Background: an optimization exercise with open tools, aiming at small area, a short achievable clock period and few clock cycles per item. Do not read the settings as production practice. In this exercise RTL edits were held to simulation tests only and were not proved equivalent to the original. Power is estimated from default activity; no workload was simulated.

==> design/flow/config.mk <==
export PLATFORM = sky130hd
export DESIGN_NAME = script_token_lexer_top
export DESIGN_NICKNAME = script_token_lexer_top
export VERILOG_FILES = /design/flow/design.v
export SDC_FILE = /design/flow/constraint.sdc
export NUM_CORES = 4
export LEC_CHECK = 0
export CAP_MARGIN = 20
export CORE_MARGIN = 2
export CORE_UTILIZATION = 65
export SETUP_SLACK_MARGIN = 2.0
export SLEW_MARGIN = 20
==> design/flow/constraint.sdc <==
create_clock -name core_clock -period 5.0 [get_ports {clk}]
set_input_delay 1.0000 -clock core_clock [delete_from_list [all_inputs] [get_ports {clk}]]
set_output_delay 1.0000 -clock core_clock [all_outputs]
set_load 0.01 [all_outputs]
==> design/flow/design.v <==
package stl_pkg;
	localparam int TEXT_MAX_DEF = 256;
	localparam int RQ_DEPTH = 3;
	localparam logic [3:0] K_TEXT    = 4'd0;
	localparam logic [3:0] K_NAME    = 4'd1;
	localparam logic [3:0] K_NUMBER  = 4'd2;
	localparam logic [3:0] K_STRING  = 4'd3;
	localparam logic [3:0] K_SYMBOL  = 4'd4;
	localparam logic [3:0] K_EQ      = 4'd5;
	localparam logic [3:0] K_GE      = 4'd6;
	localparam logic [3:0] K_LE      = 4'd7;
	localparam logic [3:0] K_NEWLINE = 4'd8;
	localparam logic [3:0] K_LINE    = 4'd9;
	typedef struct packed {
		logic lf;       
		logic letter;   
		logic digit;    
		logic und;      
		logic dot;      
		logic dq;       
		logic sq;       
		logic bsl;      
		logic eq;       
		logic cmpch;    
		logic sym;      
		logic lf_sym;   
		logic rb;       
		logic [1:0] e_lo;   
	} cls_t;
endpackage
import stl_pkg::*;
module stl_lexer #(
	parameter int TEXT_MAX = stl_pkg::TEXT_MAX_DEF
) (
	input  logic        clk,
	input  logic        arst_n,
	input  logic        in_v,
	input  logic [7:0]  in_c,
	input  logic        in_end,
	input  logic        in_nl,
	input  stl_pkg::cls_t cls,
	input  logic [2:0]  q_v,
	input  logic        num_pend,
	output logic        consume,
	output logic [1:0]  push_cnt,
	output logic [3:0]  r0_kind,
	output logic [8:0]  r0_val,
	output logic [3:0]  r1_kind,
	output logic [8:0]  r1_val,
	output logic [47:0] mant,
	output logic [3:0]  frac
);
	localparam int CNT_W = $clog2(TEXT_MAX + 1);
	localparam logic [CNT_W-1:0] CNT_MAX = CNT_W'(TEXT_MAX);
	localparam logic [47:0] MANT_MAX = {48{1'b1}};
	function automatic logic [30:0] mul5_add(input logic [27:0] x, input logic [1:0] e_lo,
			input logic cin);
		logic [30:0] a, b, g, p, gg, pp, y;
		a   = {1'b0, x, e_lo};
		b   = {3'b0, x};
		g   = a & b;
		p   = a ^ b;
		gg  = g;
		pp  = p;
		gg[0] = g[0] | (p[0] & cin);
		for (int l = 0; l < 5; l++) begin
			for (int i = 30; i >= 0; i--) begin
				if (((i >> l) & 1) == 1 && ((i >> l) << l) >= 1) begin
					gg[i] = gg[i] | (pp[i] & gg[((i >> l) << l) - 1]);
					pp[i] = pp[i] & pp[((i >> l) << l) - 1];
				end
			end
		end
		y[0] = p[0] ^ cin;
		for (int i = 1; i < 31; i++) begin
			y[i] = p[i] ^ gg[i - 1];
		end
		mul5_add = y;
	endfunction
	function automatic logic [7:0] decode_escape(input logic [7:0] c);
		logic [7:0] r;
		unique case (c)
			8'h30: r = 8'h00;
			8'h62: r = 8'h08;
			8'h6E: r = 8'h0A;
			8'h72: r = 8'h0D;
			8'h74: r = 8'h09;
			default: r = c;
		endcase
		decode_escape = r;
	endfunction
	logic             m_name_q, m_int_q, m_frac_q, m_str_q, m_cmp_q;
	logic             m_name_n, m_int_n, m_frac_n, m_str_n, m_cmp_n;
	logic             m_idle;
	logic             sq_q, sq_n;      
	logic [1:0]       cmp_q, cmp_n;    
	logic             esc_q, esc_n;
	logic [23:0]      lo_q;
	logic [27:0]      hi_q;
	logic [3:0]       co_q;
	logic             pend_q, sat_q;
	logic             dstep, dstart;    
	logic [3:0]       frac_q, frac_n;
	logic [CNT_W-1:0] text_q, text_n;
	logic [7:0]       c;
	logic [8:0]       cmp_val;
	logic [30:0]      y_lo, y_hi;
	logic [CNT_W-1:0] text_inc;
	logic [3:0]       frac_inc;
	logic             run_idle;
	logic             ra_v, rb_v;
	logic [3:0]       ra_k, rb_k;
	logic [8:0]       ra_b, rb_b;
	logic             two, stall;
	assign c       = in_c;
	assign cmp_val = {7'b0001111, cmp_q};
	assign m_idle  = !(m_name_q || m_int_q || m_frac_q || m_str_q || m_cmp_q);
	assign mant = (sat_q || hi_q[27:24] != 4'd0) ? MANT_MAX : {hi_q[23:0], lo_q};
	assign frac = frac_q;
	always_comb begin
		two = (m_name_q && cls.lf_sym) || ((m_int_q || m_frac_q || m_cmp_q) && cls.rb);
		stall = q_v[2] || (q_v[1] && two) ||
			(num_pend && cls.digit && (m_idle || m_cmp_q));
		consume = in_v && !stall;
	end
	always_comb begin
		y_lo      = mul5_add({4'd0, lo_q}, cls.e_lo, c[3]);
		y_hi      = mul5_add(hi_q, co_q[3] ? 2'b11 : co_q[2:1], co_q[3]);
		text_inc  = (text_q < CNT_MAX) ? text_q + CNT_W'(1) : text_q;
		frac_inc  = (frac_q != 4'd15) ? frac_q + 4'd1 : frac_q;
		m_name_n = m_name_q;
		m_int_n  = m_int_q;
		m_frac_n = m_frac_q;
		m_str_n  = m_str_q;
		m_cmp_n  = m_cmp_q;
		sq_n     = sq_q;
		cmp_n    = cmp_q;
		esc_n    = esc_q;
		dstep    = 1'b0;
		dstart   = 1'b0;
		frac_n   = frac_q;
		text_n   = text_q;
		run_idle = 1'b0;
		ra_v     = 1'b0;
		rb_v     = 1'b0;
		ra_k     = K_TEXT;
		ra_b     = 9'd0;
		rb_k     = K_TEXT;
		rb_b     = 9'd0;
		if (in_end) begin
			if (m_name_q) begin
				ra_v = 1'b1;
				ra_k = K_NAME;
				ra_b = 9'(text_q);
			end
			if (m_int_q || m_frac_q) begin
				ra_v = 1'b1;
				ra_k = K_NUMBER;
			end
			if (m_str_q) begin
				ra_v = 1'b1;
				ra_k = K_STRING;
				ra_b = 9'(text_q);
			end
			if (m_cmp_q) begin
				ra_v = 1'b1;
				ra_k = K_SYMBOL;
				ra_b = cmp_val;
			end
			m_name_n = 1'b0;
			m_int_n  = 1'b0;
			m_frac_n = 1'b0;
			m_str_n  = 1'b0;
			m_cmp_n  = 1'b0;
			esc_n    = 1'b0;
		end else begin
			if (m_idle) begin
				run_idle = 1'b1;
			end
			if (m_name_q) begin
				if (cls.letter || cls.digit || cls.und) begin
					text_n = text_inc;
					ra_v   = 1'b1;
					ra_k   = K_TEXT;
					ra_b   = {1'b0, c};
				end else begin
					ra_v     = 1'b1;
					ra_k     = K_NAME;
					ra_b     = 9'(text_q);
					run_idle = 1'b1;
				end
			end
			if (m_int_q) begin
				if (cls.digit) begin
					dstep   = 1'b1;
				end else if (cls.dot) begin
					m_int_n  = 1'b0;
					m_frac_n = 1'b1;
				end else begin
					ra_v     = 1'b1;
					ra_k     = K_NUMBER;
					run_idle = 1'b1;
				end
			end
			if (m_frac_q) begin
				if (cls.digit) begin
					dstep   = 1'b1;
					frac_n  = frac_inc;
				end else begin
					ra_v     = 1'b1;
					ra_k     = K_NUMBER;
					run_idle = 1'b1;
				end
			end
			if (m_str_q) begin
				if (esc_q) begin
					esc_n  = 1'b0;
					text_n = text_inc;
					ra_v   = 1'b1;
					ra_k   = K_TEXT;
					ra_b   = {1'b0, decode_escape(c)};
				end else if (sq_q ? cls.sq : cls.dq) begin
					ra_v    = 1'b1;
					ra_k    = K_STRING;
					ra_b    = 9'(text_q);
					m_str_n = 1'b0;
				end else if (cls.bsl) begin
					esc_n = 1'b1;
				end else begin
					text_n = text_inc;
					ra_v   = 1'b1;
					ra_k   = K_TEXT;
					ra_b   = {1'b0, c};
				end
			end
			if (m_cmp_q) begin
				m_cmp_n = 1'b0;
				ra_v    = 1'b1;
				if (cls.eq) begin
					if (cmp_q == 2'b01) begin
						ra_k = K_EQ;
					end else if (cmp_q == 2'b10) begin
						ra_k = K_GE;
					end else begin
						ra_k = K_LE;
					end
				end else begin
					ra_k     = K_SYMBOL;
					ra_b     = cmp_val;
					run_idle = 1'b1;
				end
			end
			if (run_idle) begin
				m_name_n = 1'b0;
				m_int_n  = 1'b0;
				m_frac_n = 1'b0;
				m_str_n  = 1'b0;
				m_cmp_n  = 1'b0;
				if (cls.lf) begin
					rb_v = 1'b1;
					rb_k = in_nl ? K_NEWLINE : K_LINE;
				end else if (cls.letter) begin
					m_name_n = 1'b1;
					text_n   = CNT_W'(1);
					rb_v     = 1'b1;
					rb_k     = K_TEXT;
					rb_b     = {1'b0, c};
				end else if (cls.digit) begin
					m_int_n = 1'b1;
					dstart  = 1'b1;
					frac_n  = 4'd0;
				end else if (cls.dq || cls.sq) begin
					m_str_n = 1'b1;
					sq_n    = cls.sq;
					esc_n   = 1'b0;
					text_n  = '0;
				end else if (cls.cmpch) begin
					m_cmp_n = 1'b1;
					cmp_n   = c[1:0];
				end else if (cls.sym) begin
					rb_v = 1'b1;
					rb_k = K_SYMBOL;
					rb_b = {1'b0, c};
				end
			end
		end
		if (ra_v) begin
			r0_kind  = ra_k;
			r0_val   = ra_b;
			r1_kind  = rb_k;
			r1_val   = rb_b;
			push_cnt = !consume ? 2'd0 : rb_v ? 2'd2 : 2'd1;
		end else begin
			r0_kind  = rb_k;
			r0_val   = rb_b;
			r1_kind  = rb_k;
			r1_val   = rb_b;
			push_cnt = (consume && rb_v) ? 2'd1 : 2'd0;
		end
	end
	always_ff @(posedge clk or negedge arst_n) begin
		if (!arst_n) begin
			m_name_q <= 1'b0;
			m_int_q  <= 1'b0;
			m_frac_q <= 1'b0;
			m_str_q  <= 1'b0;
			m_cmp_q  <= 1'b0;
		end else if (consume) begin
			m_name_q <= m_name_n;
			m_int_q  <= m_int_n;
			m_frac_q <= m_frac_n;
			m_str_q  <= m_str_n;
			m_cmp_q  <= m_cmp_n;
		end
	end
	always_ff @(posedge clk) begin
		if (consume && dstart) begin
			lo_q   <= {20'd0, c[3:0]};
			co_q   <= 4'd0;
			hi_q   <= '0;
			pend_q <= 1'b0;
			sat_q  <= 1'b0;
		end else begin
			if (consume && dstep) begin
				lo_q <= {y_lo[22:0], c[0]};
				co_q <= y_lo[26:23];
			end
			if (pend_q) begin
				hi_q <= {y_hi[26:0], co_q[0]};
			end
			pend_q <= consume && dstep;
			sat_q  <= sat_q || hi_q[27:24] != 4'd0;
		end
	end
	always_ff @(posedge clk) begin
		if (consume) begin
			sq_q    <= sq_n;
			cmp_q   <= cmp_n;
			esc_q   <= esc_n;
			frac_q  <= frac_n;
			text_q  <= text_n;
		end
	end
endmodule
import stl_pkg::*;
module stl_res_fifo (
	input  logic        clk,
	input  logic        arst_n,
	input  logic [1:0]  push_cnt,
	input  logic [3:0]  r0_kind,
	input  logic [8:0]  r0_val,
	input  logic [3:0]  r1_kind,
	input  logic [8:0]  r1_val,
	output logic [2:0]  q_v,
	output logic        num_pend,
	output logic        out_valid,
	input  logic        out_stall,
	output logic [3:0]  head_kind,
	output logic [8:0]  head_val,
	output logic        head_num,
	output logic        head_len,
	output logic [19:0] head_line
);
	localparam logic [19:0] LINE_MAX = {20{1'b1}};
	function automatic logic is_num(input logic [3:0] k);
		is_num = k == K_NUMBER;
	endfunction
	function automatic logic is_len(input logic [3:0] k);
		is_len = k == K_NAME || k == K_STRING;
	endfunction
	logic [2:0]   v_q;
	logic [12:0]  e_q [0:2];    
	logic [19:0]  line_q;
	logic         num_q;
	logic         ov_q, hnum_q, hlen_q;
	logic         pop;
	logic         p1, p2;       
	logic [12:0]  r0, r1;
	logic [2:0]   v_s, v_p;     
	logic [12:0]  e_s [0:2];
	logic [12:0]  e_p [0:2];
	logic [3:0]   hk_s, hk_p;   
	logic         inc_s, inc_p;
	logic [19:0]  line_inc;
	assign out_valid = ov_q;
	assign pop       = v_q[0] && (!out_stall || e_q[0][12:9] == K_LINE);
	assign head_kind = e_q[0][12:9];
	assign head_val  = e_q[0][8:0];
	assign head_num  = hnum_q;
	assign head_len  = hlen_q;
	assign head_line = line_q;
	assign num_pend  = num_q;
	assign q_v       = v_q;
	always_comb begin
		p1 = push_cnt != 2'd0;
		p2 = push_cnt == 2'd2;
		r0 = {r0_kind, r0_val};
		r1 = {r1_kind, r1_val};
		v_s[0] = v_q[0] || p1;
		v_s[1] = v_q[1] || (v_q[0] && p1) || p2;
		v_s[2] = v_q[2] || (v_q[1] && p1) || (v_q[0] && p2);
		e_s[0] = v_q[0] ? e_q[0] : r0;
		e_s[1] = v_q[1] ? e_q[1] : (v_q[0] ? r0 : r1);
		e_s[2] = v_q[2] ? e_q[2] : (v_q[1] ? r0 : r1);
		v_p[0] = v_q[1] || p1;
		v_p[1] = v_q[2] || (v_q[1] && p1) || p2;
		v_p[2] = (v_q[2] && p1) || (v_q[1] && p2);
		e_p[0] = v_q[1] ? e_q[1] : r0;
		e_p[1] = v_q[2] ? e_q[2] : (v_q[1] ? r0 : r1);
		e_p[2] = v_q[2] ? r0 : r1;
		hk_s  = e_s[0][12:9];
		hk_p  = e_p[0][12:9];
		inc_s = !v_q[0] && p1 && r0_kind[3];
		inc_p = v_q[1] ? e_q[1][12] : (p1 && r0_kind[3]);
		line_inc = (line_q != LINE_MAX) ? line_q + 20'd1 : line_q;
	end
	always_ff @(posedge clk or negedge arst_n) begin
		if (!arst_n) begin
			v_q    <= '0;
			ov_q   <= 1'b0;
			line_q <= 20'd1;
			num_q  <= 1'b0;
		end else begin
			if (pop) begin
				v_q    <= v_p;
				ov_q   <= v_p[0] && hk_p != K_LINE;
				line_q <= inc_p ? line_inc : line_q;
			end else begin
				v_q    <= v_s;
				ov_q   <= v_s[0] && hk_s != K_LINE;
				line_q <= inc_s ? line_inc : line_q;
			end
			num_q <= (num_q && !(pop && e_q[0][12:9] == K_NUMBER)) ||
				(p1 && r0_kind == K_NUMBER);
		end
	end
	always_ff @(posedge clk) begin
		for (int i = 0; i < 3; i++) begin
			e_q[i] <= pop ? e_p[i] : e_s[i];
		end
		hnum_q <= pop ? is_num(hk_p) : is_num(hk_s);
		hlen_q <= pop ? is_len(hk_p) : is_len(hk_s);
	end
endmodule
import stl_pkg::*;
module script_token_lexer_top #(
	parameter int TEXT_MAX = stl_pkg::TEXT_MAX_DEF
) (
	input  logic              clk,
	input  logic              arst_n,
	input  logic              in_valid,
	output logic              in_stall,
	input  logic [8:0]        in_item,
	output logic              out_valid,
	input  logic              out_stall,
	output logic [92:0]       out_item,
	input  logic              cfg_valid,
	output logic              cfg_ready,
	input  logic              cfg_data
);
	function automatic stl_pkg::cls_t classify(input logic [7:0] c, input logic is_end);
		stl_pkg::cls_t k;
		logic sym;
		unique case (c)
			8'h2B, 8'h2D, 8'h2A, 8'h2F, 8'h25, 8'h2C, 8'h3B, 8'h3A,
			8'h28, 8'h29, 8'h5B, 8'h5D, 8'h7B, 8'h7D: sym = 1'b1;
			default: sym = 1'b0;
		endcase
		k.lf     = c == 8'h0A;
		k.letter = (c >= 8'h61 && c <= 8'h7A) || (c >= 8'h41 && c <= 8'h5A);
		k.digit  = c >= 8'h30 && c <= 8'h39;
		k.und    = c == 8'h5F;
		k.dot    = c == 8'h2E;
		k.dq     = c == 8'h22;
		k.sq     = c == 8'h27;
		k.bsl    = c == 8'h5C;
		k.eq     = c == 8'h3D;
		k.cmpch  = c == 8'h3D || c == 8'h3C || c == 8'h3E;
		k.sym    = sym;
		k.lf_sym = k.lf || sym;
		k.rb     = k.lf || k.letter || sym;
		k.e_lo   = 2'b00;
		if (is_end) begin
			k = '0;
		end
		k.e_lo   = c[3] ? 2'b11 : c[2:1];
		classify = k;
	endfunction
	logic        nl_en_q;
	logic        in_v_q;
	logic [7:0]  in_c_q;
	logic        in_end_q;
	logic        in_nl_q;
	stl_pkg::cls_t in_cls_q;
	logic        accept;
	logic        consume;
	logic [2:0]  q_v;
	logic        num_pend;
	logic [1:0]  push_cnt;
	logic [3:0]  r0_kind, r1_kind;
	logic [8:0]  r0_val, r1_val;
	logic [47:0] mant;
	logic [3:0]  frac;
	logic [3:0]  head_kind;
	logic [8:0]  head_val;
	logic [19:0] head_line;
	logic        is_num, is_len;
	assign cfg_ready = 1'b1;
	assign in_stall  = in_v_q && !consume;
	assign accept    = in_valid && !in_stall;
	always_ff @(posedge clk or negedge arst_n) begin
		if (!arst_n) begin
			nl_en_q <= 1'b0;
			in_v_q  <= 1'b0;
		end else begin
			if (cfg_valid) begin
				nl_en_q <= cfg_data;
			end
			in_v_q <= accept || (in_v_q && !consume);
		end
	end
	always_ff @(posedge clk) begin
		if (accept) begin
			in_c_q   <= in_item[8:1];
			in_end_q <= in_item[0];
			in_nl_q  <= nl_en_q;
			in_cls_q <= classify(in_item[8:1], in_item[0]);
		end
	end
	stl_lexer #(
		.TEXT_MAX(TEXT_MAX)
	) u_lexer (
		.clk      (clk),
		.arst_n   (arst_n),
		.in_v     (in_v_q),
		.in_c     (in_c_q),
		.in_end   (in_end_q),
		.in_nl    (in_nl_q),
		.cls      (in_cls_q),
		.q_v      (q_v),
		.num_pend (num_pend),
		.consume  (consume),
		.push_cnt (push_cnt),
		.r0_kind  (r0_kind),
		.r0_val   (r0_val),
		.r1_kind  (r1_kind),
		.r1_val   (r1_val),
		.mant     (mant),
		.frac     (frac)
	);
	stl_res_fifo u_fifo (
		.clk      (clk),
		.arst_n   (arst_n),
		.push_cnt (push_cnt),
		.r0_kind  (r0_kind),
		.r0_val   (r0_val),
		.r1_kind  (r1_kind),
		.r1_val   (r1_val),
		.q_v      (q_v),
		.num_pend (num_pend),
		.out_valid(out_valid),
		.out_stall(out_stall),
		.head_kind(head_kind),
		.head_val (head_val),
		.head_num (is_num),
		.head_len (is_len),
		.head_line(head_line)
	);
	assign out_item = {head_kind, is_len ? 8'd0 : head_val[7:0],
		is_num ? mant : 48'd0, is_num ? frac : 4'd0,
		is_len ? head_val : 9'd0, head_line};
endmodule
==> design/flow/flow/run.sh <==
#!/bin/bash
# Layout flow: the standard flow (standard.sh, synthesis included) with
# two changes to how the layout is built:
# - the port buffers that placement inserts are plain buffers
#   (sky130_fd_sc_hd__buf_1) instead of the delay cells buffer_ports
#   picks by default;
# - clock tree synthesis uses clkbuf_8 buffers and no dummy loads.
set -e
cp standard.sh standard_sh_copy.txt
export BUFFER_PORTS_ARGS="-buffer_cell sky130_fd_sc_hd__buf_1"
export CTS_ARGS="-sink_clustering_enable -repair_clock_nets -sink_clustering_size 30 -sink_clustering_max_diameter 100 -buf_list sky130_fd_sc_hd__clkbuf_8 -dont_use_dummy_load"
bash standard.sh > standard.log 2>&1
==> design/flow/standard.sh <==
#!/bin/bash
# synth_recipe.tcl (not shown) runs the flow's synth.tcl, then flattens the netlist and writes it again
# the make line also repeats each setting of config.mk as NAME=value (left out here)
make -C /OpenROAD-flow-scripts/flow DESIGN_CONFIG=/design/flow/config.mk WORK_HOME=/design/flow/orfs CLKGATE_MAP_FILE= SYNTH_SCRIPT=/design/flow/synth_recipe.tcl "${@:-finish}"
==> summary.txt, run 1 <==
Crit path launch type: register
Fmax: 326.8 MHz
Vias in the first global route: 8,596
Hold buffer count at CTS: 0
DRC: 0
Status: complete, no violations
Tot Pwr: 0.006499 W
Syn Area/Cell: 8.981 sq um
TritonCTS Buffers: 17
Initial antenna violation count: 0
Arr. time, crit path: 3410 ps
Period minus WS final: 3060 ps
Seq cells post-synth: 173
Total die area: 18,050 sq um
Crit share post-route: 61.19%
CTS Sinks: 173
Placed cells: 1,502
Antenna viol nets, final: 0
Slew headroom: 31.73%
Commonest register cell after synthesis: dfxtp_1
Gr usage total: 29.27%
CTS tree: built
Syn Nets: 1,306
PD cells: 533.3 nW/um^2
Sequential-to-total area share from yosys stat: 38.97%
Worst-path clk slew: 80 ps
Starting Density: 66.61%
Distinct cells, synth: 83
Ant diodes: 0
Pin count of the biggest net entering global routing: 53
Initial drt markers: 1,162
Post-Syn Instances: 1,230
Die H: 134.4 um
Critical path class: reg -> reg
Total global routing overflow: 0
Count of final setup violators: 0
Fillers: 1,338
Drt wl/cell: 17.48 um
Worst-Skew Late Latency: 470 ps
CP endpoint kind: register
First-pass GRT wire length: 43,060 um
CTS Root Cell: clkbuf_8
Placed wire-length estimate: 18,500 um
# IOs: 111
Share of cells above drive strength 1: 10.19%
TNS Setup: 0 ps
Core Rows: 47
Final slew viol count: 0
Final wirelength: 27,010 um
Routability cong.: 0.9331
RSZ-0062 raised after global routing: yes
Static Leakage: 4.762 nW
Vias after detailed routing: 9,775
Yosys warns: 6
Required @ worst endpoint: 5360 ps
HP Class: reg -> reg
Area grow syn2layout: 10.32%
Slew @ Worst Pin: 1024 ps
Final Hold Viols: 0
Input/output buffers: 109
Crit-path max FO: 4
Core footprint: 16,580 sq um
Clock skew: 35.55 ps
Max Buffers Root-to-Sink: 2
Die W: 134.4 um
Pre-antenna DRT Iters: 6
Max cap viols: 0
Synthesized area: 11,050 sq um
Non-filler instance count after layout: 1,545
H-tree levels: 4
Asr flop ratio synth: 18.50%
Peak VDD IR: 298.8 uV
Via/cell ratio: 6.327
Final net count: 1,403
EDFF count, synth: 68
-- logic make-up after synthesis --
kind of cell,after synthesis,share of synthesized area (%)
DFF,173,38.97
muxes,29,2.707
adders and majority gates,61,7.725
buffers and inverters,106,3.760
xor gates and xnor gates,60,4.757
other,1,0.03395
AOI/OAI and AO/OA,383,22.87
and+or+nand+nor,417,19.18
-- registers in the layout, indices dropped and copies added, names as in the netlist, 2 cells and up --
signal,cells
u_fifo.e_q,39
u_lexer.hi_q,28
u_lexer.lo_q,24
u_fifo.line_q,20
in_cls_q,15
u_lexer.text_q,9
in_c_q,8
u_lexer.co_q,4
u_lexer.frac_q,4
u_fifo.v_q,3
u_lexer.cmp_q,2
-- power breakdown --
| group | switching (W) | total, W | internal [W] |
|---|---|---|---|
| logic | 0.00192 | 0.00323 | 0.00131 |
| clock network | 0.000445 | 0.000745 | 0.000301 |
| registers | 0.000548 | 0.00253 | 0.00198 |
| total | 0.00291 | 0.00650 | 0.00359 |
-- cell usage after synthesis (7+ instances only) --
cell type    n  area [sq um]
xnor2_1     29         254.0
dfrtp_1     31         775.7
mux2_2       7         78.83
nand2b_1    15         93.84
a22oi_1      8         60.06
nand2_1    106         397.9
xor2_1      31         271.5
dfxtp_1     73          1461
nor3b_1      7         52.55
buf_2        7         35.03
clkbuf_1    56         210.2
a211oi_1    15         112.6
a31oi_1     14         87.58
a21o_1      17         127.6
edfxtp_1    68          2042
nor2_1     113         424.2
o22ai_1     14         87.58
and2_1      19         118.9
mux2i_1     22         220.2
nor3_1      21         105.1
and3_1       7         43.79
or2_2        9         56.30
fa_1        12         240.2
a22o_1      12         105.1
o21a_1      58         435.4
o21ai_0     82         410.4
inv_1       33         123.9
nand3_1     34         170.2
nor4_1       8         50.05
nand4_1     14         87.58
nor2b_1     20         125.1
ha_1        49         613.1
a21oi_1     86         430.4
-- critical path: stages (launching register included) --
cell	delay, ps
edfxtp_1	440
inv_2	90
fa_2	200
inv_2	40
fa_2	380
a211oi_4	250
nor3_2	70
or4_4	530
nand4b_1	220
a311oi_1	150
o21a_1	190
o31a_1	230
a22o_1	190
-- area by class of cell --
| cell class | instances | area [sq um] | share of cell area [%] |
|---|---|---|---|
| repair buffers | 145 | 678.2 | 5.565 |
| clock buffers | 17 | 234.0 | 1.920 |
| well taps | 220 | 275.3 | 2.259 |
| multi-input cells | 952 | 6529 | 53.57 |
| inverters | 38 | 150.1 | 1.232 |
| flip-flops and latches | 173 | 4320 | 35.45 |
-- cell usage in the layout, fill, tap and decap left out, drive strengths merged, types with 10 or more instances in the layout --
cell / count
a211oi: 15
a21o: 17
a21oi: 87
a22o: 12
a31oi: 14
and2: 20
buf: 143
clkbuf: 19
dfrtp: 31
dfxtp: 73
edfxtp: 68
fa: 12
ha: 49
inv: 34
mux2i: 22
nand2: 106
nand2b: 15
nand3: 34
nand4: 16
nor2: 114
nor2b: 20
nor3: 22
nor4: 10
o21a: 58
o21ai: 85
o22ai: 14
xnor2: 29
xor2: 31
-- worst paths after layout --
check                                               start                            end  slack [ps]  cells after the start
worst max-delay path            u_lexer.lo_q[0]$_DFFE_PP_   u_lexer.co_q[1]$_SDFFE_PP0P_        1940                     12
worst min-delay path                  nl_en_q$_DFFE_PN0P_              in_nl_q$_DFFE_PP_         450                      0
worst max register to register  u_lexer.lo_q[0]$_DFFE_PP_   u_lexer.co_q[1]$_SDFFE_PP0P_        1940                     12
worst min register to register        nl_en_q$_DFFE_PN0P_              in_nl_q$_DFFE_PP_         450                      0
max in group asynchronous                          arst_n   u_lexer.m_frac_q$_DFFE_PN0P_        3780                      1
min in group asynchronous                          arst_n  u_fifo.line_q[18]$_DFFE_PN0P_         610                      1
-- metal layers --
metal | global-route usage (%) | up-vias | routed length [um]
met5 | 0 | - | 0
met4 | 7.076 | 0 | 495
met3 | 5.593 | 45 | 1911
met2 | 44.64 | 408 | 12100
met1 | 43.26 | 4610 | 12500
li1 | - | 4712 | -
-- what timing repair did --
item                       CTS  global route
buffers inserted            12            13
resized for setup           10            38
gates cloned                 0             1
pin swaps                    5            11
setup endpoints to repair   84           125
-- metrics by stage --
step / hold WS (ps) / util, % / area [sq um] / setup slack [ps]
final: 453.7 / 73.49 / 12190 / 1940
after global routing: 471.6 / 73.49 / 12190 / 1845
after CTS: 453.7 / 71.90 / 11920 / 1898
after detailed placement: 436.3 / 69.83 / 11580 / 1510
after global placement: 434.4 / 69.83 / 11580 / 1596
after floorplan: 421.0 / - / 11090 / 2002
Testbench counts, summed over its fixed seeds: cycles 44,563, items 44,472.
==> inputs of run 2 (changes only) <==
--- a/design/flow/design.v
+++ b/design/flow/design.v
@@ -43,6 +43,7 @@
 	input  logic        num_pend,
 	output logic        consume,
 	output logic [1:0]  push_cnt,
+	output logic        r0_lf,      
 	output logic [3:0]  r0_kind,
 	output logic [8:0]  r0_val,
 	output logic [3:0]  r1_kind,
@@ -297,6 +298,7 @@
 			r1_val   = rb_b;
 			push_cnt = (consume && rb_v) ? 2'd1 : 2'd0;
 		end
+		r0_lf = consume && m_idle && cls.lf;
 	end
 	always_ff @(posedge clk or negedge arst_n) begin
 		if (!arst_n) begin
@@ -347,6 +349,7 @@
 	input  logic        clk,
 	input  logic        arst_n,
 	input  logic [1:0]  push_cnt,
+	input  logic        r0_lf,      
 	input  logic [3:0]  r0_kind,
 	input  logic [8:0]  r0_val,
 	input  logic [3:0]  r1_kind,
@@ -410,8 +413,8 @@
 		e_p[2] = v_q[2] ? r0 : r1;
 		hk_s  = e_s[0][12:9];
 		hk_p  = e_p[0][12:9];
-		inc_s = !v_q[0] && p1 && r0_kind[3];
-		inc_p = v_q[1] ? e_q[1][12] : (p1 && r0_kind[3]);
+		inc_s = !v_q[0] && r0_lf;
+		inc_p = v_q[1] ? e_q[1][12] : r0_lf;
 		line_inc = (line_q != LINE_MAX) ? line_q + 20'd1 : line_q;
 	end
 	always_ff @(posedge clk or negedge arst_n) begin
@@ -497,6 +500,7 @@
 	logic [2:0]  q_v;
 	logic        num_pend;
 	logic [1:0]  push_cnt;
+	logic        r0_lf;
 	logic [3:0]  r0_kind, r1_kind;
 	logic [8:0]  r0_val, r1_val;
 	logic [47:0] mant;
@@ -541,6 +545,7 @@
 		.num_pend (num_pend),
 		.consume  (consume),
 		.push_cnt (push_cnt),
+		.r0_lf    (r0_lf),
 		.r0_kind  (r0_kind),
 		.r0_val   (r0_val),
 		.r1_kind  (r1_kind),
@@ -552,6 +557,7 @@
 		.clk      (clk),
 		.arst_n   (arst_n),
 		.push_cnt (push_cnt),
+		.r0_lf    (r0_lf),
 		.r0_kind  (r0_kind),
 		.r0_val   (r0_val),
 		.r1_kind  (r1_kind),
==> run 2 against run 1 <==
  * Non-clock buffer count unchanged
  * Largest cell class unchanged
  * Clock power about the same
  * Synthesized cell count decreased by 2.2%
  * Highest routed layer unchanged
  * Sequential power about the same
  * Design area decreased by 1.1%
==> summary.txt, run 2 <==
Internal Pwr Total: 0.003715 W
Crit path cell chain: or4b_4 > a31oi_2 > nand2_2 > nand2_1 > or3_4 > inv_1 > and4b_1 > a221oi_1 > nand3_1
Reg2Reg Setup Slack: 2010 ps
Die W: 133.9 um
Distinct cells, synth: 89
P_sw: 0.003022 W
Pre-antenna DRT Iters: 6
Starting Density: 66.36%
Fillers: 1,283
Critical path class: reg -> reg
H-tree levels: 4
DP Worst Slack: 1400 ps
Post-Syn Instances: 1,203
Min-Delay Endpoint: u_lexer.co_q[0]$_SDFFE_PP0P_
Crit share post-route: 59.70%
Most frequent cells in the layout: nand2_1 (111), buf_1 (108), nor2_1 (95)
CP endpoint kind: register
Ant diodes: 0
Yosys warns: 6
Slew headroom: 43.62%
Final wirelength: 27,380 um
Crit-path max FO: 18
Initial antenna violation count: 0
CTS tree: built
Syn Nets: 1,279
Synth area leaders: edfxtp_1 (19%), dfxtp_1 (13%), dfrtp_1 (7.1%)
Commonest register cell after synthesis: dfxtp_1
Via/cell ratio: 6.288
Period minus WS final: 2985 ps
Asr flop ratio synth: 18.50%
DRC: 0
Final slew viol count: 0
Worst-Skew Late Latency: 460 ps
Pin count of the biggest net entering global routing: 53
Share of cells above drive strength 1: 9.915%
Static Leakage: 4.772 nW
Final net count: 1,369
HP Class: reg -> reg
Synthesized area: 10,970 sq um
Count of final setup violators: 0
Top Registers: u_fifo.e_q (39), u_lexer.hi_q (28), u_lexer.lo_q (24)
Die H: 133.9 um
CTS Sinks: 173
Logic gate share of total power: 51.4%
TritonCTS Buffers: 17
Most flops, register: u_fifo.e_q
Sequential-to-total area share from yosys stat: 39.26%
Tot Pwr: 0.006737 W
Hold depth: 2
Final Hold Viols: 0
Clock power frac: 11.0%
CTS Root Cell: clkbuf_8
Cell taking the most area after synthesis: edfxtp_1
Seq cells post-synth: 173
Vias in the first global route: 8,645
Clock skew: 33.82 ps
Vias after detailed routing: 9,501
Sw Ratio: 44.86%
Commonest cells in the synthesized netlist: nand2_1 (115), nor2_1 (96), o21ai_0 (77)
TNS Setup: 0 ps
Fin worst setup slack: 2015 ps
Max cap viols: 0
Placed wire-length estimate: 18,930 um
Worst-path clk slew: 80 ps
Total global routing overflow: 0
Syn Area/Cell: 9.115 sq um
Antenna viol nets, final: 0
Hold Slack: 469.9 ps
RSZ-0062 raised after global routing: yes
R2R depth: 9
Fin util: 72.95%
Fmax: 335.0 MHz
Core footprint: 16,520 sq um
Gr usage total: 30.09%
EDFF count, synth: 68
PD cells: 558.8 nW/um^2
First-pass GRT wire length: 43,450 um
Routability cong.: 0.9435
Max Buffers Root-to-Sink: 2
Max FFs per register: 39
Crit path launch type: register
Drt wl/cell: 18.12 um
Most common cell in the synthesized netlist: nand2_1
Crit-path max cell delay: 610 ps
Hold path startpoint: u_lexer.co_q[0]$_SDFFE_PP0P_
Area grow syn2layout: 9.938%
Total die area: 17,930 sq um
CP max stage cell: or4b_4
Initial drt markers: 848
Required @ worst endpoint: 5340 ps
Area share of the largest cell type after synthesis: 18.62%
Commonest non-fill, non-tap cell in the layout: nand2_1
Arr. time, crit path: 3320 ps
# IOs: 111
R2R Path Start: in_cls_q[12]$_SDFFCE_PP0P_
Peak VDD IR: 366.9 uV
Reg2reg end: u_lexer.co_q[2]$_SDFFE_PP0P_
Status: complete, no violations
Slew @ Worst Pin: 845.7 ps
Flop pwr share: 37.6%
Core Rows: 47
Input/output buffers: 109
## run 2: cell count changes after synthesis, sizes merged, moves of 6 or more
cell and delta:
nand3 -20, nor2 -17, a21oi -12, and3 +10
nand2 +10, nand2b +9, a32o +8, a31oi +7
inv +7, buf +6, o22ai -6, or2 -6
## run 2: kinds of logic (layout without fill, tap and decap cells)
| group | after synthesis | count (layout) | synth area share (%) |
|---|---|---|---|
| AO/OA/AOI/OAI | 383 | 383 | 24.00 |
| XOR/XNOR | 59 | 59 | 4.713 |
| adder cells (fa/ha/maj) | 61 | 61 | 7.782 |
| buffers and inverters | 117 | 205 | 4.370 |
| flip-flops | 173 | 173 | 39.26 |
| multiplexers | 23 | 23 | 2.145 |
| other | 1 | 1 | 0.03420 |
| AND/OR/NAND/NOR | 386 | 386 | 17.70 |
## run 2: power groups by stage
stage                     clock network, W  logic [W]  registers, W
after floorplan                          0    0.00263       0.00230
after global placement                   0    0.00314       0.00254
after detailed placement                 0    0.00322       0.00255
after CTS                         0.000754    0.00332       0.00253
after global routing              0.000807    0.00384       0.00259
final                             0.000744    0.00346       0.00253
## run 2: through the flow
stage                     instances  area (sq um)
after CTS                      1494         11810
after detailed placement       1466         11420
after floorplan                1203         10980
final                          1511         12060
after global routing           1511         12060
after global placement         1466         11410
## run 2: area by class of cell
type	instances	area (sq um)	share of cell area, %
clock buffers	17	234.0	1.941
inverters	43	166.4	1.380
multi-input cells	913	6372	52.86
flip-flops and latches	173	4319	35.83
well taps	220	275.3	2.283
repair buffers	145	688.2	5.708
## run 2: worst max-delay path, delay by kind of cell (launching register included)
family          cells  cell delay [ps]
buf+inv             1              240
flops               1              550
compound gates      2              500
simple gates        6             1590
## run 2: what timing repair did
item | 4_1_cts | 5_1_grt
endpoints found under the setup margin | 96 | 97
gates cloned | 0 | 0
pin swaps | 11 | 21
buffers inserted | 11 | 17
endpoints found under the hold margin | 0 | 0
hold buffers | 0 | 0
resized for setup | 25 | 31
## run 2: worst max-delay path by stage
stage | startpoint | cells after the start | slack (ps) | end
4_1_cts | in_cls_q[12]$_SDFFCE_PP0P_ | 9 | 1920 | u_lexer.co_q[2]$_SDFFE_PP0P_
6_report | in_cls_q[12]$_SDFFCE_PP0P_ | 9 | 2010 | u_lexer.co_q[2]$_SDFFE_PP0P_
2_1_floorplan | in_c_q[3]$_DFFE_PP_ | 14 | 1960 | u_lexer.co_q[2]$_SDFFE_PP0P_
5_1_grt | in_cls_q[12]$_SDFFCE_PP0P_ | 9 | 1880 | u_lexer.co_q[2]$_SDFFE_PP0P_
3_3_place_gp | u_lexer.m_str_q$_DFFE_PN0P_ | 9 | 1560 | u_lexer.co_q[2]$_SDFFE_PP0P_
3_5_place_dp | u_lexer.m_str_q$_DFFE_PN0P_ | 9 | 1400 | u_lexer.co_q[2]$_SDFFE_PP0P_
## run 2: layer usage
metal	GRT usage, %	vias to the layer above	part of all wire [%]
met1	40.44	4491	43
met3	5.858	60	7.0
met5	0	-	0
met2	48.89	379	48
met4	10.58	0	2.8
li1	-	4571	-
Testbench counts of run 2, summed over its fixed seeds: cycles 44,563, items 44,472.
==> inputs of run 3 (changes only) <==
--- a/design/flow/config.mk
+++ b/design/flow/config.mk
@@ -7,6 +7,6 @@
 export LEC_CHECK = 0
 export CAP_MARGIN = 20
 export CORE_MARGIN = 2
-export CORE_UTILIZATION = 65
+export CORE_UTILIZATION = 75
 export SETUP_SLACK_MARGIN = 2.0
 export SLEW_MARGIN = 20
==> run 3 against run 2 <==
  * Combinational power rose by 4%
  * Global-route usage rose by 5.0 points
  * Clock skew fell by 1.8 ps
  * Count of clock-buffer cells in the layout did not move
  * Sequential share of layout area barely moved
  * Clock power barely moved
  * Die area fell by 13%
  * First-iteration DRC count rose by 17%
  * Setup slack got worse by 2.4 ps
  * Worst hold slack got worse by 12 ps
  * Area after synthesis did not move
  * Largest power group unchanged
==> summary.txt, run 3 <==
Status: complete, no violations
Period minus WS final: 2988 ps
Drt wl/cell: 19.11 um
TritonCTS Buffers: 17
Peak VDD IR: 343.4 uV
DRC: 0
Clock skew: 31.99 ps
Synthesized area: 10,970 sq um
Commonest cells in the synthesized netlist: nand2_1 (115), nor2_1 (96), o21ai_0 (77)
Worst-path clk slew: 80 ps
Syn Area/Cell: 9.115 sq um
Crit share post-route: 59.75%
Distinct cells, synth: 89
Hold path startpoint: u_lexer.co_q[0]$_SDFFE_PP0P_
Asr flop ratio synth: 18.50%
Max cap viols: 0
Initial antenna violation count: 0
Sequential-to-total area share from yosys stat: 39.26%
PD cells: 570.7 nW/um^2
Critical path class: reg -> reg
Arr. time, crit path: 3380 ps
Die W: 124.9 um
Final net count: 1,369
Vias after detailed routing: 9,800
Synth area leaders: edfxtp_1 (19%), dfxtp_1 (13%), dfrtp_1 (7.1%)
Max Buffers Root-to-Sink: 2
Hold Slack: 457.9 ps
Hold buffer count at CTS: 0
Routability cong.: 0.9456
Placed wire-length estimate: 19,180 um
Max FFs per register: 39
CTS Root Cell: clkbuf_8
Syn Nets: 1,279
Initial drt markers: 990
Final Hold Viols: 0
Crit path launch type: register
Cell taking the most area after synthesis: edfxtp_1
TNS Setup: 0 ps
HP Class: reg -> reg
Seq cells post-synth: 173
Die H: 124.9 um
DRT met1 WL: 11,600 um
Static Leakage: 4.797 nW
Most frequent cells in the layout: nand2_1 (110), buf_1 (108), nor2_1 (94)
Fillers: 902
H-tree levels: 4
Worst-Skew Late Latency: 470 ps
First-pass GRT wire length: 44,880 um
Input/output buffers: 109
Via/cell ratio: 6.644
Count of final setup violators: 0
Met2 WL: 13,710 um
Area grow syn2layout: 10.12%
Worst Setup SP: in_c_q[3]$_DFFE_PP_
Share of cells above drive strength 1: 10.30%
Core Rows: 44
Fmax: 334.7 MHz
Required @ worst endpoint: 5400 ps
Commonest register cell after synthesis: dfxtp_1
Most common cell in the synthesized netlist: nand2_1
Most flops, register: u_fifo.e_q
Total die area: 15,600 sq um
Gr usage total: 35.14%
Multi-input gate area in the final layout: 6436 sq um
Core footprint: 14,420 sq um
Ant diodes: 0
R2R Path Start: in_c_q[3]$_DFFE_PP_
Top routing layer in use: met4
Crit-path max FO: 5
Metal3 WL: 1859 um
Total area of sequential cells: 4320 sq um
CP endpoint kind: register
Final wirelength: 28,180 um
Post-Syn Instances: 1,203
Slew headroom: 37.35%
Pin count of the biggest net entering global routing: 53
RSZ-0062 raised after global routing: yes
CTS Sinks: 173
Antenna viol nets, final: 0
Vias in the first global route: 9,054
Starting Density: 76.02%
Total global routing overflow: 0
Commonest non-fill, non-tap cell in the layout: nand2_1
CTS tree: built
Slew @ Worst Pin: 939.8 ps
Area share of the largest cell type after synthesis: 18.62%
Final slew viol count: 0
Pre-antenna DRT Iters: 6
Yosys warns: 6
# IOs: 111
EDFF count, synth: 68
Top Registers: u_fifo.e_q (39), u_lexer.hi_q (28), u_lexer.lo_q (24)
[run 3: changes by cell type in the layout (fill, tap and decap cells not counted), moves of 2 or more]
| cell | previous run | this run |
|---|---|---|
| a21oi_1 | 73 | 71 |
| a21oi_2 | 1 | 3 |
| nor3_2 | 2 | 0 |
| nor4_1 | 5 | 3 |
| nor4_2 | 0 | 2 |
| o21ai_2 | 3 | 1 |
[run 3: worst max-delay path: stages, from the launching register on]
cell and delay (ps):
edfxtp_1 440, inv_2 130, fa_2 210, inv_2 40, fa_2 330, a21o_1 170
nand4_1 140, a21oi_2 90, o21ai_2 210, o31ai_4 130, a221oi_4 370, o21ai_4 100
or4b_1 490, nand3_1 80
[run 3: power breakdown]
group	switching (W)	internal (W)	total [W]
registers	0.000540	0.00201	0.00255
clock network	0.000443	0.000301	0.000743
logic	0.00214	0.00146	0.00360
[run 3: per-stage QoR]
step	cells	cell area (sq um)	util (%)	power (W)	setup slack [ps]
after global routing	1475	12080	83.72	0.007333	1882
final	1475	12080	83.72	0.006892	2012
after detailed placement	1429	11360	78.77	0.005763	1343
after global placement	1429	11360	78.77	0.005622	1528
after floorplan	1203	10980	-	0.004934	1962
after CTS	1458	11800	81.84	0.006628	1964
[run 3: repair_timing]
item | CTS | global route
buffers inserted | 12 | 17
pin swaps | 12 | 18
setup endpoints to repair | 115 | 96
endpoints found under the hold margin | 0 | 0
gates resized for setup | 35 | 33
[run 3: cell families after synthesis]
logic type      count (synthesis)  share of synthesized area (%)
simple gates                  386                          17.70
xor+xnor                       59                          4.713
compound gates                383                          24.00
other cells                     1                        0.03420
fa+ha+maj                      61                          7.782
flops                         173                          39.26
mux                            23                          2.145
buf+inv                       117                          4.370
[run 3: cell type report]
type	instances	area share, %
inverters	43	1.378
well taps	184	1.907
multi-input cells	913	53.30
flip-flops and latches	173	35.78
repair buffers	145	5.699
clock buffers	17	1.938
[run 3: worst paths after layout]
path | end | slack, ps | depth (start not counted)
max in group asynchronous | u_fifo.v_q[1]$_DFF_PN0_ | 3630 | 1
worst min register to register | u_lexer.co_q[0]$_SDFFE_PP0P_ | 460 | 2
worst max register to register | u_lexer.co_q[2]$_SDFFE_PP0P_ | 2010 | 13
worst min-delay path | u_lexer.co_q[0]$_SDFFE_PP0P_ | 460 | 2
worst max-delay path | u_lexer.co_q[2]$_SDFFE_PP0P_ | 2010 | 13
min in group asynchronous | u_fifo.line_q[11]$_DFFE_PN0P_ | 660 | 1
[run 3: metal layers]
| layer | global-route usage [%] | vias to the layer above |
|---|---|---|
| met1 | 47.05 | 4647 |
| met3 | 4.639 | 82 |
| met5 | 0 | - |
| li1 | - | 4574 |
| met4 | 14.84 | 0 |
| met2 | 58.15 | 497 |
==> inputs of run 4 (changes only) <==
--- a/design/flow/config.mk
+++ b/design/flow/config.mk
@@ -8,5 +8,5 @@
 export CAP_MARGIN = 20
 export CORE_MARGIN = 2
 export CORE_UTILIZATION = 75
-export SETUP_SLACK_MARGIN = 2.0
+export SETUP_SLACK_MARGIN = 2.1
 export SLEW_MARGIN = 20
==> run 4 against run 3 <==
  * Cell count rose by 2.1%
  * Design area grew 2.7%
  * Still clean on timing, DRC and antenna
  * Largest cell class unchanged
  * Combinational power rose by 6.7%
  * Critical endpoint unchanged
  * Clock skew shrank 5.2 ps
  * Critical path depth down 4
==> summary.txt, run 4 <==
Area grow syn2layout: 13.11%
Final wirelength: 31,610 um
Cell taking the most area after synthesis: edfxtp_1
Fmax: 329.6 MHz
Hold Slack: 489.5 ps
Static Leakage: 4.979 nW
Met2 Use GR: 62.78%
Area share of the largest cell type after synthesis: 18.62%
Commonest non-fill, non-tap cell in the layout: nand2_1
CP max stage cell: or4b_4
Top Family by Delay on Critical Path: simple AND/OR/NAND/NOR gates
Vias after detailed routing: 10.52k
Most flops, register: u_fifo.e_q
Initial antenna violation count: 1
H-tree levels: 4
Min-Delay Endpoint: u_fifo.line_q[8]$_DFFE_PN0P_
Crit-path max cell delay: 570 ps
Placed cells: 1,430
DRC: 0
Final slew viol count: 0
Worst-Skew Late Latency: 470 ps
Reg2Reg Setup Slack: 1970 ps
Max FFs per register: 39
Pre-antenna DRT Iters: 7
Most frequent cells in the layout: nand2_1 (110), buf_1 (108), nor2_1 (94)
Met1 Use GR: 48.13%
M3 GR Usage: 6.658%
Die H: 124.9 um
Max Buffers Root-to-Sink: 2
RSZ-0062 raised after global routing: yes
Seq cells post-synth: 173
Slew @ Worst Pin: 942.4 ps
Crit share post-route: 60.67%
TNS Setup: 0 ps
Crit path launch type: register
Via/cell ratio: 6.982
Ant diodes: 0
Count of final setup violators: 0
CTS tree: built
Synthesized area: 10,970 sq um
R2R Path Start: in_cls_q[13]$_SDFFCE_PP0P_
Tot Pwr: 0.007134 W
Multi-input gate area in the final layout: 6520 sq um
Starting Density: 76.02%
Slew headroom: 37.18%
Share of cells above drive strength 1: 13.62%
Die W: 124.9 um
Critical path class: reg -> reg
Non-filler instance count after layout: 1,506
Clock skew: 26.80 ps
Yosys warns: 6
Status: complete, no violations
Pin count of the biggest net entering global routing: 53
Post-Syn Instances: 1,203
Vias in the first global route: 9,450
R2R depth: 9
Reg2reg end: u_lexer.co_q[2]$_SDFFE_PP0P_
Routability cong.: 0.9343
Crit path cell chain: or4b_4 > a31oi_2 > nand2_2 > nand2_1 > or3_4 > inv_1 > and4b_1 > a221oi_1 > nand3_2
Fillers: 810
Top Registers: u_fifo.e_q (39), u_lexer.hi_q (28), u_lexer.lo_q (24)
Worst-path clk slew: 80 ps
Synth area leaders: edfxtp_1 (19%), dfxtp_1 (13%), dfrtp_1 (7.1%)
Peak VDD IR: 347.1 uV
Sequential-to-total area share from yosys stat: 39.26%
PD cells: 575.2 nW/um^2
HP Class: reg -> reg
# IOs: 111
Worst path bufs/invs: 1
Arr. time, crit path: 3380 ps
Gr usage total: 37.26%
Placed cell area: 11,380 sq um
Period minus WS final: 3034 ps
Drt wl/cell: 20.99 um
Required @ worst endpoint: 5350 ps
Core footprint: 14,420 sq um
Input/output buffers: 109
Crit-path max FO: 18
Most common cell in the synthesized netlist: nand2_1
Hold path startpoint: u_fifo.line_q[8]$_DFFE_PN0P_
Hold depth: 1
CTS Sinks: 173
EDFF count, synth: 68
Commonest register cell after synthesis: dfxtp_1
Syn Nets: 1,279
TritonCTS Buffers: 17
First-pass GRT wire length: 47,420 um
Instance count on the critical path: 9
GRT Max-Usage Layer: met2
Total global routing overflow: 0
Total die area: 15,600 sq um
Initial drt markers: 1,454
Final Hold Viols: 0
Asr flop ratio synth: 18.50%
Max cap viols: 0
Commonest cells in the synthesized netlist: nand2_1 (115), nor2_1 (96), o21ai_0 (77)
CTS Root Cell: clkbuf_8
Placed wire-length estimate: 19,000 um
Total area of sequential cells: 4319 sq um
Final net count: 1,400
Core Rows: 44
Finished Cell Area: 12,400 sq um
CP endpoint kind: register
Distinct cells, synth: 89
Antenna viol nets, final: 0
Syn Area/Cell: 9.115 sq um
-- run 4: cell counts after synthesis --
No cell type changed its count.
-- run 4: kinds of logic after synthesis --
group                    count (synthesis)  synth area share (%)
AO/OA/AOI/OAI                          383                 24.00
XOR/XNOR                                59                 4.713
adder cells (fa/ha/maj)                 61                 7.782
buffers and inverters                  117                 4.370
flip-flops                             173                 39.26
multiplexers                            23                 2.145
other                                    1               0.03420
AND/OR/NAND/NOR                        386                 17.70
-- run 4: final cells by class --
| class | count | area share [%] |
|---|---|---|
| well taps | 184 | 1.856 |
| inverters | 43 | 1.342 |
| repair buffers | 176 | 7.525 |
| multi-input cells | 913 | 52.57 |
| flip-flops and latches | 173 | 34.82 |
| clock buffers | 17 | 1.886 |
-- run 4: stage by stage --
stage,utilization (%),setup WS [ps]
after global placement,78.92,1518
after detailed placement,78.92,1353
after floorplan,-,2087
after global routing,85.99,1861
after CTS,83.16,2047
final,85.99,1966
-- run 4: routing by layer --
metal,wire length [um],up-vias
met3,2924,191
met1,11810,4913
met2,15290,783
met4,1571,2
met5,11,-
li1,-,4626
-- run 4: power breakdown --
group          leakage (nW)  internal [W]  switching (W)  total [W]
combinational          3.17       0.00153        0.00231    0.00384
sequential             1.68       0.00201       0.000522    0.00253
clock                 0.122      0.000301       0.000458   0.000759
-- run 4: how the worst max path moves through the flow --
| stage | startpoint | endpoint | slack [ps] |
|---|---|---|---|
| after floorplan | in_c_q[3]$_DFFE_PP_ | u_lexer.co_q[2]$_SDFFE_PP0P_ | 2090 |
| after global placement | u_lexer.m_frac_q$_DFFE_PN0P_ | u_lexer.co_q[2]$_SDFFE_PP0P_ | 1520 |
| after detailed placement | u_lexer.m_str_q$_DFFE_PN0P_ | u_lexer.co_q[2]$_SDFFE_PP0P_ | 1350 |
| after CTS | in_cls_q[13]$_SDFFCE_PP0P_ | u_lexer.co_q[2]$_SDFFE_PP0P_ | 2050 |
| after global routing | in_cls_q[13]$_SDFFCE_PP0P_ | u_lexer.co_q[2]$_SDFFE_PP0P_ | 1860 |
| final | in_cls_q[13]$_SDFFCE_PP0P_ | u_lexer.co_q[2]$_SDFFE_PP0P_ | 1970 |
-- run 4: worst register-to-register path, stage by stage, from the launching register on --
cell and delay (ps):
edfxtp_1 490, or4b_4 570, a31oi_2 370, nand2_2 220
nand2_1 170, or3_4 270, inv_1 220, and4b_1 260
a221oi_1 250, nand3_2 110
-- run 4: repair_timing --
item | CTS | global route
buffers inserted | 34 | 25
pin swaps | 17 | 21
setup endpoints to repair | 118 | 120
hold buffers | 0 | 0
gates resized for setup | 38 | 49
==> inputs of run 5 (changes only) <==
--- a/design/flow/config.mk
+++ b/design/flow/config.mk
@@ -8,5 +8,5 @@
 export CAP_MARGIN = 20
 export CORE_MARGIN = 2
 export CORE_UTILIZATION = 75
-export SETUP_SLACK_MARGIN = 2.1
+export SETUP_SLACK_MARGIN = 1.8
 export SLEW_MARGIN = 20
==> run 5 against run 4 <==
  * Still clean
  * Utilization decreased by 3.8 points
  * Clock skew is 1.4 ps lower
  * Via count shrank 7.5%
  * Combinational power down 11%
  * Non-clock buffer count decreased by 45
  * Power is 5.8% lower
  * Sequential cell count unchanged
  * Design area shrank 4.5%
  * Area after synthesis stayed put
  * Global-route usage fell by 2.9 points
  * Fmax shrank 2.3%
  * Critical path type unchanged
  * Critical endpoint is now u_lexer.hi_q[27]$_SDFFE_PP0P_
  * Highest routed layer is now met4
==> summary.txt, run 5 <==
Status: complete, no violations
Crit path cell chain: or2_4 > fa_2 > inv_2 > fa_2 > nand2b_4 > a21oi_1 > o21ai_2 > o311ai_4 > a221o_1 > nand4_1 > nand4b_1 > and3b_1 > nor4_1
Slew headroom: 39.38%
Total die area: 15,600 sq um
Most frequent cells in the layout: nand2_1 (114), buf_1 (108), nor2_1 (95)
Hold path startpoint: u_lexer.co_q[1]$_SDFFE_PP0P_
Arr. time, crit path: 3470 ps
Post-Synth Adder-Cell Area: 7.782%
Max FFs per register: 39
Commonest non-fill, non-tap cell in the layout: nand2_1
RSZ-0062 raised after global routing: yes
Area grow syn2layout: 8.056%
Vias in the first global route: 9,011
CTS tree: built
Final slew viol count: 0
Core footprint: 14,420 sq um
Die W: 124.9 um
Fmax: 322.1 MHz
CTS Sinks: 173
Placed cell area: 11,370 sq um
Largest family of logic cells by synthesized area: compound AO/OA/AOI/OAI gates
Final wirelength: 27,380 um
Clock skew: 25.44 ps
Most used cell along the critical path: fa_2
Asr flop ratio synth: 18.50%
Static Leakage: 4.712 nW
Mux cell area share after synthesis: 2.145%
Vias after detailed routing: 9,731
Most flops, register: u_fifo.e_q
Drt wl/cell: 18.74 um
Syn Nets: 1,279
Worst path bufs/invs: 1
Critical path class: reg -> reg
Reg2Reg Setup Slack: 1900 ps
Pin count of the biggest net entering global routing: 53
Fin util: 82.15%
Simple-Gate Fraction of Synth Area: 17.70%
Gr usage total: 34.31%
Reg2reg end: u_lexer.hi_q[27]$_SDFFE_PP0P_
H-tree levels: 4
Crit path launch type: register
# IOs: 111
Top Registers: u_fifo.e_q (39), u_lexer.hi_q (28), u_lexer.lo_q (24)
Finished Cell Area: 11,850 sq um
Routability cong.: 0.9692
Ant diodes: 0
Worst-Skew Late Latency: 470 ps
Period minus WS final: 3105 ps
Worst-path clk slew: 80 ps
Crit share post-route: 62.09%
Min-Delay Endpoint: u_lexer.co_q[1]$_SDFFE_PP0P_
Antenna viol nets, final: 0
Area share of the largest cell type after synthesis: 18.62%
XOR/XNOR Fraction of Synth Area: 4.712%
EDFF count, synth: 68
First-pass GRT wire length: 43,880 um
Seq cells post-synth: 173
Peak VDD IR: 343.4 uV
TNS Setup: 0 ps
R2R Path Start: u_lexer.co_q[3]$_SDFFE_PP0P_
Max cap viols: 0
Starting Density: 76.02%
Max Buffers Root-to-Sink: 2
Fillers: 969
Total global routing overflow: 0
Syn Area/Cell: 9.115 sq um
Core Rows: 44
Initial antenna violation count: 0
Distinct cells, synth: 89
Initial drt markers: 1,196
Hold depth: 2
Crit-path max FO: 5
Synth area leaders: edfxtp_1 (19%), dfxtp_1 (13%), dfrtp_1 (7.1%)
Crit-path max cell delay: 390 ps
Pre-antenna DRT Iters: 6
Via/cell ratio: 6.661
Most common cell in the synthesized netlist: nand2_1
CP endpoint kind: register
Yosys warns: 6
CP max stage cell: a221o_1
Sequential-to-total area share from yosys stat: 39.26%
Die H: 124.9 um
Compound-Gate Fraction of Synth Area: 24.00%
DRC: 0
Synthesized area: 10,970 sq um
Count of final setup violators: 0
Slew @ Worst Pin: 909.3 ps
R2R depth: 13
Final net count: 1,355
Commonest cells in the synthesized netlist: nand2_1 (115), nor2_1 (96), o21ai_0 (77)
Post-Syn Instances: 1,203
Required @ worst endpoint: 5370 ps
Share of cells above drive strength 1: 7.831%
Fin worst setup slack: 1895 ps
DP Worst Slack: 1376 ps
PD cells: 567.0 nW/um^2
Input/output buffers: 109
TritonCTS Buffers: 17
CTS Root Cell: clkbuf_8
Top Family by Delay on Critical Path: simple AND/OR/NAND/NOR gates
Cell taking the most area after synthesis: edfxtp_1
Placed wire-length estimate: 18,870 um
Commonest register cell after synthesis: dfxtp_1
Final Hold Viols: 0
HP Class: reg -> reg
[run 5: changes by cell type in the layout (fill, tap and decap cells not counted), sizes merged]
| cell | change |
|---|---|
| buf | -45 |
| clkinv | -1 |
| clkinvlp | +1 |
[run 5: final cells by class]
type | count | area [sq um] | area share (%)
inverter | 43 | 168.9 | 1.426
timing repair buffer | 131 | 588.1 | 4.963
tap | 184 | 230.2 | 1.943
clock buffer | 17 | 234.0 | 1.975
multi-input combinational | 913 | 6311 | 53.26
sequential | 173 | 4317 | 36.43
[run 5: worst reg2reg max path, stage by stage, from the launching register on]
cell and delay (ps):
dfxtp_4 370, or2_4 250, fa_2 380, inv_2 70
fa_2 200, nand2b_4 120, a21oi_1 80, o21ai_2 220
o311ai_4 160, a221o_1 390, nand4_1 110, nand4b_1 200
and3b_1 240, nor4_1 230
[run 5: timing repair]
action / CTS / global route
gates cloned: 0 / 0
resized for setup: 10 / 30
setup endpoints to repair: 50 / 39
pin swaps: 3 / 12
hold buffers: 0 / 0
buffers inserted: 6 / 7
[run 5: layer usage]
layer | GRT usage, % | part of all wire, %
met5 | 0 | 0
met4 | 14.51 | 3.2
met3 | 5.971 | 7.6
met2 | 56.57 | 49
met1 | 45.13 | 40
[run 5: stage by stage]
step	total power, W	std cells	hold slack (ps)
2_1_floorplan	0.004934	1203	416.6
3_3_place_gp	0.005641	1431	435.8
3_5_place_dp	0.005758	1431	433.1
4_1_cts	0.006541	1454	451.1
5_1_grt	0.007184	1461	493.4
6_report	0.006718	1461	462.4
[run 5: report_power, final]
part           total [W]  switching, W  internal [W]
Clock           0.000749      0.000448      0.000301
Combinational    0.00342       0.00205       0.00137
Sequential       0.00255      0.000542       0.00201
[run 5: worst max path at each step]
stage,from,end,slack (ps),depth (start not counted)
3_3_place_gp,u_lexer.m_str_q$_DFFE_PN0P_,u_lexer.co_q[2]$_SDFFE_PP0P_,1520,9
2_1_floorplan,in_c_q[3]$_DFFE_PP_,u_lexer.co_q[3]$_SDFFE_PP0P_,1840,14
6_report,u_lexer.co_q[3]$_SDFFE_PP0P_,u_lexer.hi_q[27]$_SDFFE_PP0P_,1900,13
4_1_cts,u_lexer.co_q[3]$_SDFFE_PP0P_,u_lexer.hi_q[27]$_SDFFE_PP0P_,1810,13
5_1_grt,u_lexer.co_q[3]$_SDFFE_PP0P_,u_lexer.hi_q[27]$_SDFFE_PP0P_,1760,13
3_5_place_dp,u_lexer.m_str_q$_DFFE_PN0P_,u_lexer.co_q[2]$_SDFFE_PP0P_,1380,9
[run 5: kinds of logic (layout without fill, tap and decap cells)]
group,count (synthesis),in the layout
and+or+nand+nor,386,386
adders and majority gates,61,61
muxes,23,23
DFF,173,173
AOI/OAI and AO/OA,383,383
other,1,1
xor gates and xnor gates,59,59
buffers and inverters,117,191
==> inputs of run 6 (changes only) <==
--- a/design/flow/config.mk
+++ b/design/flow/config.mk
@@ -8,5 +8,5 @@
 export CAP_MARGIN = 20
 export CORE_MARGIN = 2
 export CORE_UTILIZATION = 75
-export SETUP_SLACK_MARGIN = 1.8
+export SETUP_SLACK_MARGIN = 1.9
 export SLEW_MARGIN = 20
==> run 6 against run 5 <==
  * Still clean on timing, DRC and antenna
  * Design area is 0.59% higher
  * Count of clock-buffer cells in the layout unchanged
  * Register-to-register slack better by 110 ps
  * Clock skew rose by 1.7 ps
  * Sequential cell count unchanged
  * Area after synthesis did not move
  * Setup slack improved by 94 ps
  * Critical path depth down 7
  * Cell count increased by 0.34%
  * Utilization increased by 0.49 points
  * Critical path type is now reg -> out
  * Largest cell class unchanged
  * Largest power group unchanged
  * Highest routed layer unchanged
==> summary.txt, run 6 <==
Status: complete, no violations
Vias after detailed routing: 9,690
EDFF count, synth: 68
Pre-antenna DRT Iters: 6
Max Buffers Root-to-Sink: 2
Commonest register cell after synthesis: dfxtp_1
Clock skew: 27.14 ps
Cell taking the most area after synthesis: edfxtp_1
Synth area leaders: edfxtp_1 (19%), dfxtp_1 (13%), dfrtp_1 (7.1%)
Core footprint: 14,420 sq um
Vias in the first global route: 9,038
Most frequent cells in the layout: nand2_1 (112), buf_1 (108), nor2_1 (94)
# IOs: 111
Arr. time, crit path: 2010 ps
Count of final setup violators: 0
RSZ-0062 raised after global routing: yes
Core Rows: 44
Max FFs per register: 39
Commonest cells in the synthesized netlist: nand2_1 (115), nor2_1 (96), o21ai_0 (77)
Sequential-to-total area share from yosys stat: 39.26%
Worst-path clk slew: 90 ps
Die W: 124.9 um
Max cap viols: 0
Area grow syn2layout: 8.694%
Drt wl/cell: 18.91 um
DRC: 0
Syn Nets: 1,279
Top Registers: u_fifo.e_q (39), u_lexer.hi_q (28), u_lexer.lo_q (24)
TritonCTS Buffers: 17
Crit path launch type: register
Slew @ Worst Pin: 921.7 ps
CP max stage cell: dfrtp_2
Critical path class: reg -> out
Yosys warns: 6
Distinct cells, synth: 89
HP Class: reg -> reg
Final net count: 1,360
Fmax: 332.2 MHz
Commonest non-fill, non-tap cell in the layout: nand2_1
Worst-Skew Late Latency: 460 ps
Pin count of the biggest net entering global routing: 53
CTS Root Cell: clkbuf_8
Final Hold Viols: 0
Period minus WS final: 3010 ps
First-pass GRT wire length: 44,490 um
Input/output buffers: 109
Gr usage total: 34.76%
Starting Density: 76.02%
Asr flop ratio synth: 18.50%
TNS Setup: 0 ps
Static Leakage: 4.721 nW
Initial antenna violation count: 0
PD cells: 568.1 nW/um^2
Peak VDD IR: 345.5 uV
Ant diodes: 0
Hold buffer count at CTS: 0
Die H: 124.9 um
Required @ worst endpoint: 4000 ps
Area share of the largest cell type after synthesis: 18.62%
Crit-path max FO: 17
Crit path cell chain: nor2_1 > a21o_1 > a311oi_2 > nand2b_1 > inv_1 > buf_1
Crit share post-route: 60.20%
Share of cells above drive strength 1: 8.580%
Antenna viol nets, final: 0
Final wirelength: 27,720 um
CP endpoint kind: output port
Total die area: 15,600 sq um
Seq cells post-synth: 173
Via/cell ratio: 6.610
Most flops, register: u_fifo.e_q
Placed wire-length estimate: 18,850 um
Final slew viol count: 0
Slew headroom: 38.55%
CTS tree: built
CTS Sinks: 173
Routability cong.: 0.9821
Synthesized area: 10,970 sq um
Syn Area/Cell: 9.115 sq um
Initial drt markers: 1,073
Crit-path max cell delay: 530 ps
Total global routing overflow: 0
Post-Syn Instances: 1,203
Hold Slack: 480.1 ps
Most common cell in the synthesized netlist: nand2_1
H-tree levels: 4
run 6: kinds of logic after synthesis:
family | Yosys count | share of synthesized area [%]
AND/OR/NAND/NOR | 386 | 17.70
XOR/XNOR | 59 | 4.713
adder cells (fa/ha/maj) | 61 | 7.782
multiplexers | 23 | 2.145
AO/OA/AOI/OAI | 383 | 24.00
flip-flops | 173 | 39.26
buffers and inverters | 117 | 4.370
other | 1 | 0.03420
run 6: final cells by class:
type | count | area, sq um
multi-input cells | 913 | 6340
flip-flops and latches | 173 | 4320
fillers | 939 | 2505
repair buffers | 136 | 625.6
clock buffers | 17 | 234.0
well taps | 184 | 230.2
inverters | 43 | 168.9
run 6: power breakdown:
group | total [W] | leakage [nW] | internal [W] | switching (W)
Clock | 0.000743 | 0.122 | 0.000301 | 0.000442
Sequential | 0.00257 | 1.68 | 0.00201 | 0.000558
Combinational | 0.00346 | 2.92 | 0.00139 | 0.00207
run 6: worst paths after layout:
| path | cells after the start | to | slack, ps | from |
|---|---|---|---|---|
| max | 6 | in_stall | 1990 | u_lexer.m_str_q$_DFFE_PN0P_ |
| min | 0 | in_nl_q$_DFFE_PP_ | 480 | nl_en_q$_DFFE_PN0P_ |
| max reg2reg | 9 | u_fifo.e_q[1][1]$_DFFE_PP_ | 2010 | in_c_q[7]$_DFFE_PP_ |
| min reg2reg | 0 | in_nl_q$_DFFE_PP_ | 480 | nl_en_q$_DFFE_PN0P_ |
| max in group asynchronous | 1 | u_fifo.v_q[1]$_DFF_PN0_ | 3650 | arst_n |
| min in group asynchronous | 1 | u_fifo.line_q[8]$_DFFE_PN0P_ | 660 | arst_n |
run 6: metrics by stage:
step                std cells  setup slack [ps]  total power, W  area (sq um)  utilization, %
floorplan                1203              1942        0.004934         10970               -
global placement         1431              1540        0.005654         11370           78.82
detailed placement       1431              1375        0.005763         11370           78.82
global route             1466              1881        0.007215         11920           82.63
CTS                      1456              1868        0.006568         11720           81.23
finish                   1466              1990        0.006771         11920           82.63
run 6: critical path, delay by kind of cell, from the launching register on:
family	cells	cell delay (ps)
AO/OA/AOI/OAI	2	490
AND/OR/NAND/NOR	2	340
flip-flops	1	530
buffers and inverters	2	200
run 6: routing by layer:
| layer | vias up | track usage, % | wire length [um] |
|---|---|---|---|
| met5 | - | 0 | 0 |
| met4 | 0 | 12.09 | 838 |
| met3 | 84 | 6.400 | 2147 |
| met2 | 503 | 57.99 | 13530 |
| met1 | 4555 | 46.03 | 11210 |
| li1 | 4548 | - | - |
run 6: what timing repair did:
action,in CTS,in global routing
setup buffers,8,10
endpoints found under the setup margin,47,51
gates resized for setup,11,36
pin swaps,5,10
hold endpoints to repair,0,0

[port drivers added, routing unchanged]
The results above use ideal ports. As a check the final layouts listed here were re-extracted and re-timed, cells and wires unchanged. Step 1 (the two cells are an assumption about what drives the block):
set clk [get_ports {clk}]
set_driving_cell -lib_cell sky130_fd_sc_hd__clkbuf_16 $clk
set_driving_cell -lib_cell sky130_fd_sc_hd__buf_2 [delete_from_list [all_inputs] $clk]
Step 2 also shifts input and output timing later by t, the mid clock arrival at the registers, as if the neighbouring blocks saw the same clock. Slacks: ideal / step 1 / step 2; pairs: ideal / step 1.
run	shift t [ns]	slack for setup (ns)	worst setup path at the end
run 1	0.489	1.940 / 1.940 / 1.812	input to register
run 2	0.483	2.015 / 2.015 / 1.717	input to register
run 3	0.496	2.012 / 1.981 / 1.711	input to register
run 4	0.502	1.966 / 1.966 / 1.764	input to register
run 5	0.493	1.895 / 1.867 / 1.567	input to register
run 6	0.483	1.990 / 1.952 / 1.517	input to register
After both steps setup and hold are still met in every run listed. The setup slack of run 6, which loses most, moves by -0.038 ns with the drivers and by -0.473 ns with both steps.
